This design comes from an exercise in tuning for small area and a short achievable clock period on the open sky130 flow, not from production work.
Only simulation tests tie the RTL to the original design; equivalence was not proved.
Power and IR drop assume default switching activity.

v26:
==> flow/design.v (excerpt) <==
module vid_top #(
    parameter int H_VISIBLE = 16,
    parameter int H_FRONT   = 2,
    parameter int H_SYNC    = 4,
    parameter int H_BACK    = 2,
    parameter int V_VISIBLE = 8,
    parameter int V_FRONT   = 1,
    parameter int V_SYNC    = 2,
    parameter int V_BACK    = 1
)(
    input  wire logic           clk,
    input  wire logic           reset_i,
    input  wire logic           bus_cs_n_i,
    input  wire logic           bus_rd_nwr_i,
    input  wire logic [3:0]     bus_reg_num_i,
    input  wire logic           bus_bytesel_i,
    input  wire logic [7:0]     bus_data_i,
    output logic      [7:0]     bus_data_o,
    output logic                bus_intr_o,
    output logic      [3:0]     red_o,
    output logic      [3:0]     green_o,
    output logic      [3:0]     blue_o,
    output logic                hsync_o,
    output logic                vsync_o,
    output logic                dv_de_o
);
==> flow/config.mk <==
export PLATFORM = sky130hd
export DESIGN_NAME = vid_top
export DESIGN_NICKNAME = vid_top
export VERILOG_FILES = /design/flow/design.v
export SDC_FILE = /design/flow/constraint.sdc
export NUM_CORES = 4
export LEC_CHECK = 0
export CAP_MARGIN = 20
export CORE_MARGIN = 2
export CORE_UTILIZATION = 40
export CTS_CLUSTER_DIAMETER = 50
export CTS_CLUSTER_SIZE = 30
export SETUP_SLACK_MARGIN = 4.0
export SLEW_MARGIN = 20
==> flow/constraint.sdc <==
create_clock -name core_clock -period 7.0 [get_ports {clk}]
set_input_delay 1.4000 -clock core_clock [delete_from_list [all_inputs] [get_ports {clk}]]
set_output_delay 1.4000 -clock core_clock [all_outputs]
set_load 0.01 [all_outputs]
run.sh (not shown) runs the stock make flow with config.mk's settings and CLKGATE_MAP_FILE= SYNTH_SCRIPT=/design/flow/synth_recipe.tcl, a recipe that flattens the netlist after the stock synthesis.
--- input diff v26..v33 ---
- CORE_UTILIZATION changed from 40 to 60
Notes after the runs:
v33 ended with every stage complete and zero timing, DRC or antenna violations.
v33 vs v26 — sequential cell area share rose 2.2 points.
Vertical die dimension: v33 vs v26 down about 18%
Sort v33 and v26 by utilization, descending, and v33 comes first.
v33 against v26: final clock period utilization by the worst path rose 0.89 points; wire length fell 3.1%; internal power consumption fell about 6%; power consumption fell 6.3%.
In v33 the clock group share of total power turned out 3.9 points lower than in v26.

---

Another version of the RTL of vid_top (not shown whole).
For scale: about 7300 cells after synthesis, ~4600 flip-flops, ~0.11 mm2 of cells after synthesis.
Settings: LEC_CHECK=0, CAP_MARGIN=10, CORE_MARGIN=2, CORE_UTILIZATION=65, SETUP_SLACK_MARGIN=4.4, SLEW_MARGIN=10; clock period 7.0 ns.
standard.sh (not shown) runs the stock make flow with config.mk's settings and CLKGATE_MAP_FILE= SYNTH_SCRIPT=/design/flow/synth_recipe.tcl, a recipe that flattens the netlist after the stock synthesis.
==> flow/flow/run.sh <==
#!/bin/bash
# The standard layout (standard.sh) with three changes: the port buffers are
# buf_4 cells, the resizer may swap a cell for one of another footprint, and
# CTS clusters sinks into larger groups without dummy loads. Make's output
# goes to make.log here; each ORFS step keeps its own log under orfs/logs/.
set -euo pipefail
bash standard.sh \
    MATCH_CELL_FOOTPRINT=0 \
    "BUFFER_PORTS_ARGS=-buffer_cell sky130_fd_sc_hd__buf_4" \
    "CTS_ARGS=-sink_clustering_enable -repair_clock_nets -sink_clustering_size 30 -sink_clustering_max_diameter 50 -dont_use_dummy_load" \
    finish > make.log 2>&1
Change:
--- a/flow/flow/run.sh
+++ b/flow/flow/run.sh
@@ -8,4 +8,4 @@
     MATCH_CELL_FOOTPRINT=0 \
     "BUFFER_PORTS_ARGS=-buffer_cell sky130_fd_sc_hd__buf_4" \
-    "CTS_ARGS=-sink_clustering_enable -repair_clock_nets -sink_clustering_size 30 -sink_clustering_max_diameter 50 -dont_use_dummy_load" \
+    "CTS_ARGS=-sink_clustering_enable -repair_clock_nets -sink_clustering_size 34 -sink_clustering_max_diameter 45 -dont_use_dummy_load" \
     finish > make.log 2>&1
Settings changed: CAP_MARGIN 10 to 20, SLEW_MARGIN 10 to 20.
What happened: The new run passed the timing, DRC and antenna checks. Non-clock buffer count falls by 4. Register-to-register slack gains 0.04 ns. Power increases by about 8%. Setup slack degrades by 0.054 ns. Global-route usage is higher by 0.52 points. Fmax shrinks by 1.9%. Synthesized area does not change. First-iteration DRC count increases by about 3.2%.
Change:
--- a/flow/flow/run.sh
+++ b/flow/flow/run.sh
@@ -8,4 +8,4 @@
     MATCH_CELL_FOOTPRINT=0 \
     "BUFFER_PORTS_ARGS=-buffer_cell sky130_fd_sc_hd__buf_4" \
-    "CTS_ARGS=-sink_clustering_enable -repair_clock_nets -sink_clustering_size 34 -sink_clustering_max_diameter 45 -dont_use_dummy_load" \
+    "CTS_ARGS=-sink_clustering_enable -repair_clock_nets -sink_clustering_size 30 -sink_clustering_max_diameter 50 -dont_use_dummy_load" \
     finish > make.log 2>&1
Settings changed: CORE_UTILIZATION 65 to 60, SETUP_SLACK_MARGIN 4.4 to 4.3.
Effect: The new run ran to the end with no violations; die area came out higher by 8.3%; hold slack gets better by 0.0052 ns; maximum frequency came out higher by 0.63%; wire length came out higher by 0.46%; worst setup slack gets better by 0.018 ns; total power came out lower by 3.3%; cell area came out lower by 1.6%; clock skew came out lower by 0.015 ns.

---

Starting RTL as in the previous note.
clock: 7.0 ns
lec_check: 0
cap_margin: 20
core_margin: 2
core_utilization: 65
setup_slack_margin: 4.5
slew_margin: 20
==> flow/flow/run.sh <==
#!/bin/bash
# The standard layout (standard.sh) with three changes: the port buffers are
# buf_4 cells, the resizer may swap a cell for one of another footprint, and
# CTS clusters sinks into larger groups without dummy loads. Make's output
# goes to make.log here; each ORFS step keeps its own log under orfs/logs/.
set -euo pipefail
bash standard.sh \
    MATCH_CELL_FOOTPRINT=0 \
    "BUFFER_PORTS_ARGS=-buffer_cell sky130_fd_sc_hd__buf_4" \
    "CTS_ARGS=-sink_clustering_enable -repair_clock_nets -sink_clustering_size 30 -sink_clustering_max_diameter 50 -dont_use_dummy_load -sink_clustering_levels 2" \
    finish > make.log 2>&1
Then changed:
--- a/flow/flow/run.sh
+++ b/flow/flow/run.sh
@@ -8,4 +8,4 @@
     MATCH_CELL_FOOTPRINT=0 \
     "BUFFER_PORTS_ARGS=-buffer_cell sky130_fd_sc_hd__buf_4" \
-    "CTS_ARGS=-sink_clustering_enable -repair_clock_nets -sink_clustering_size 30 -sink_clustering_max_diameter 50 -dont_use_dummy_load -sink_clustering_levels 2" \
+    "CTS_ARGS=-sink_clustering_enable -repair_clock_nets -sink_clustering_size 30 -sink_clustering_max_diameter 50 -dont_use_dummy_load" \
     finish > make.log 2>&1
--- a/flow/config.mk
+++ b/flow/config.mk
@@ -9,4 +9,4 @@
 export CORE_MARGIN = 2
 export CORE_UTILIZATION = 65
-export SETUP_SLACK_MARGIN = 4.5
+export SETUP_SLACK_MARGIN = 4.35
 export SLEW_MARGIN = 20
The new run ran to the end with no violations; clock-buffer cell count drops by 2; non-clock buffer count drops by 114; maximum frequency barely changes; synthesized cell count is unchanged; cell count drops by 1.2%; critical path depth drops by 7; hold slack stays flat; global-route usage drops by 0.39 points; via count drops by about 1.5%; die area stays the same.
Then changed:
--- a/flow/flow/run.sh
+++ b/flow/flow/run.sh
@@ -8,4 +8,4 @@
     MATCH_CELL_FOOTPRINT=0 \
     "BUFFER_PORTS_ARGS=-buffer_cell sky130_fd_sc_hd__buf_4" \
-    "CTS_ARGS=-sink_clustering_enable -repair_clock_nets -sink_clustering_size 30 -sink_clustering_max_diameter 50 -dont_use_dummy_load" \
+    "CTS_ARGS=-sink_clustering_enable -repair_clock_nets -sink_clustering_size 20 -sink_clustering_max_diameter 40 -dont_use_dummy_load -root_buf sky130_fd_sc_hd__clkbuf_16 -buf_list {sky130_fd_sc_hd__clkbuf_8 sky130_fd_sc_hd__clkbuf_16} -sink_clustering_buffer sky130_fd_sc_hd__clkbuf_8" \
     finish > make.log 2>&1
--- a/flow/config.mk
+++ b/flow/config.mk
@@ -9,4 +9,4 @@
 export CORE_MARGIN = 2
 export CORE_UTILIZATION = 65
-export SETUP_SLACK_MARGIN = 4.35
+export SETUP_SLACK_MARGIN = 4.5
 export SLEW_MARGIN = 20
Result: The new run finished with timing, DRC and antenna clean. Final cell count is higher by 3.0%. Utilization is higher by 1.4 points. Combinational power is higher by 6.1%. Total power is higher by 1.5%. Design area is higher by about 2%. Die area does not change.
Then changed:
==> flow/flow/run.sh (replaced) <==
#!/bin/bash
# The standard layout (standard.sh) with three changes: the port buffers are
# buf_4 cells, the resizer may swap a cell for one of another footprint, and
# CTS clusters sinks into larger groups without dummy loads. Make's output
# goes to make.log here; each ORFS step keeps its own log under orfs/logs/.
set -euo pipefail
bash standard.sh \
    MATCH_CELL_FOOTPRINT=0 \
    "BUFFER_PORTS_ARGS=-buffer_cell sky130_fd_sc_hd__buf_4" \
    "CTS_ARGS=-sink_clustering_enable -repair_clock_nets -sink_clustering_size 30 -sink_clustering_max_diameter 50 -dont_use_dummy_load" \
    finish > make.log 2>&1
--- a/flow/config.mk
+++ b/flow/config.mk
@@ -6,7 +6,8 @@
 export NUM_CORES = 4
 export LEC_CHECK = 0
-export CAP_MARGIN = 20
+export CAP_MARGIN = 5
 export CORE_MARGIN = 2
 export CORE_UTILIZATION = 65
 export SETUP_SLACK_MARGIN = 4.5
-export SLEW_MARGIN = 20
+export SLEW_MARGIN = 5
+export TNS_END_PERCENT = 30
Result: The changed run produced a clean layout. Combinational power fell by 5.4%. Register-to-register slack degrades by 0.03 ns. Die area stays the same. Hold slack improves by 0.024 ns. Total power fell by 1.2%. Synthesized area is unchanged. Core utilization fell by 0.78 points. Non-clock buffer count fell by 42. Worst setup slack improves by 0.063 ns. Global-route usage fell by 0.49 points. Synthesized cell count is unchanged.

==> what the ideal ports hide <==
The results above use ideal ports. As a check the final layouts listed here were re-extracted and re-timed, cells and wires unchanged. Step 1 sets driving cells, clkbuf_16 on the clock port and buf_2 on the other inputs (assumed; they add their load-dependent delay and slew). Step 2 moves the port delays by t, midway between the first and last clock arrival at a register: inputs arrive t later, outputs are due t later. That takes back most of the time a late clock gives input paths. a / b / c = no drivers / after step 1 / after step 2; a / b = the first two.
run	t (ns)	setup WS [ns]	worst setup path at the end
v26	1.004	4.033 / 3.976 / 3.165	input to register
v33	0.962	3.971 / 3.971 / 3.161	input to register
the first run of note 2	0.941	4.257 / 4.166 / 3.512	input to register
the second run of note 2	0.994	4.204 / 4.108 / 3.442	input to register
the third run of note 2	0.984	4.221 / 4.137 / 3.434	input to register
the first run of note 3	0.947	4.258 / 4.168 / 3.515	input to register
the second run of note 3	0.935	4.250 / 4.159 / 3.531	input to register
the third run of note 3	0.974	4.214 / 4.129 / 3.543	input to register
the fourth run of note 3	0.944	4.276 / 4.184 / 3.432	input to register
After both steps every run listed still meets setup and hold. The setup slack of v26, which loses most, moves by -0.057 ns with the drivers and by -0.868 ns with both steps.
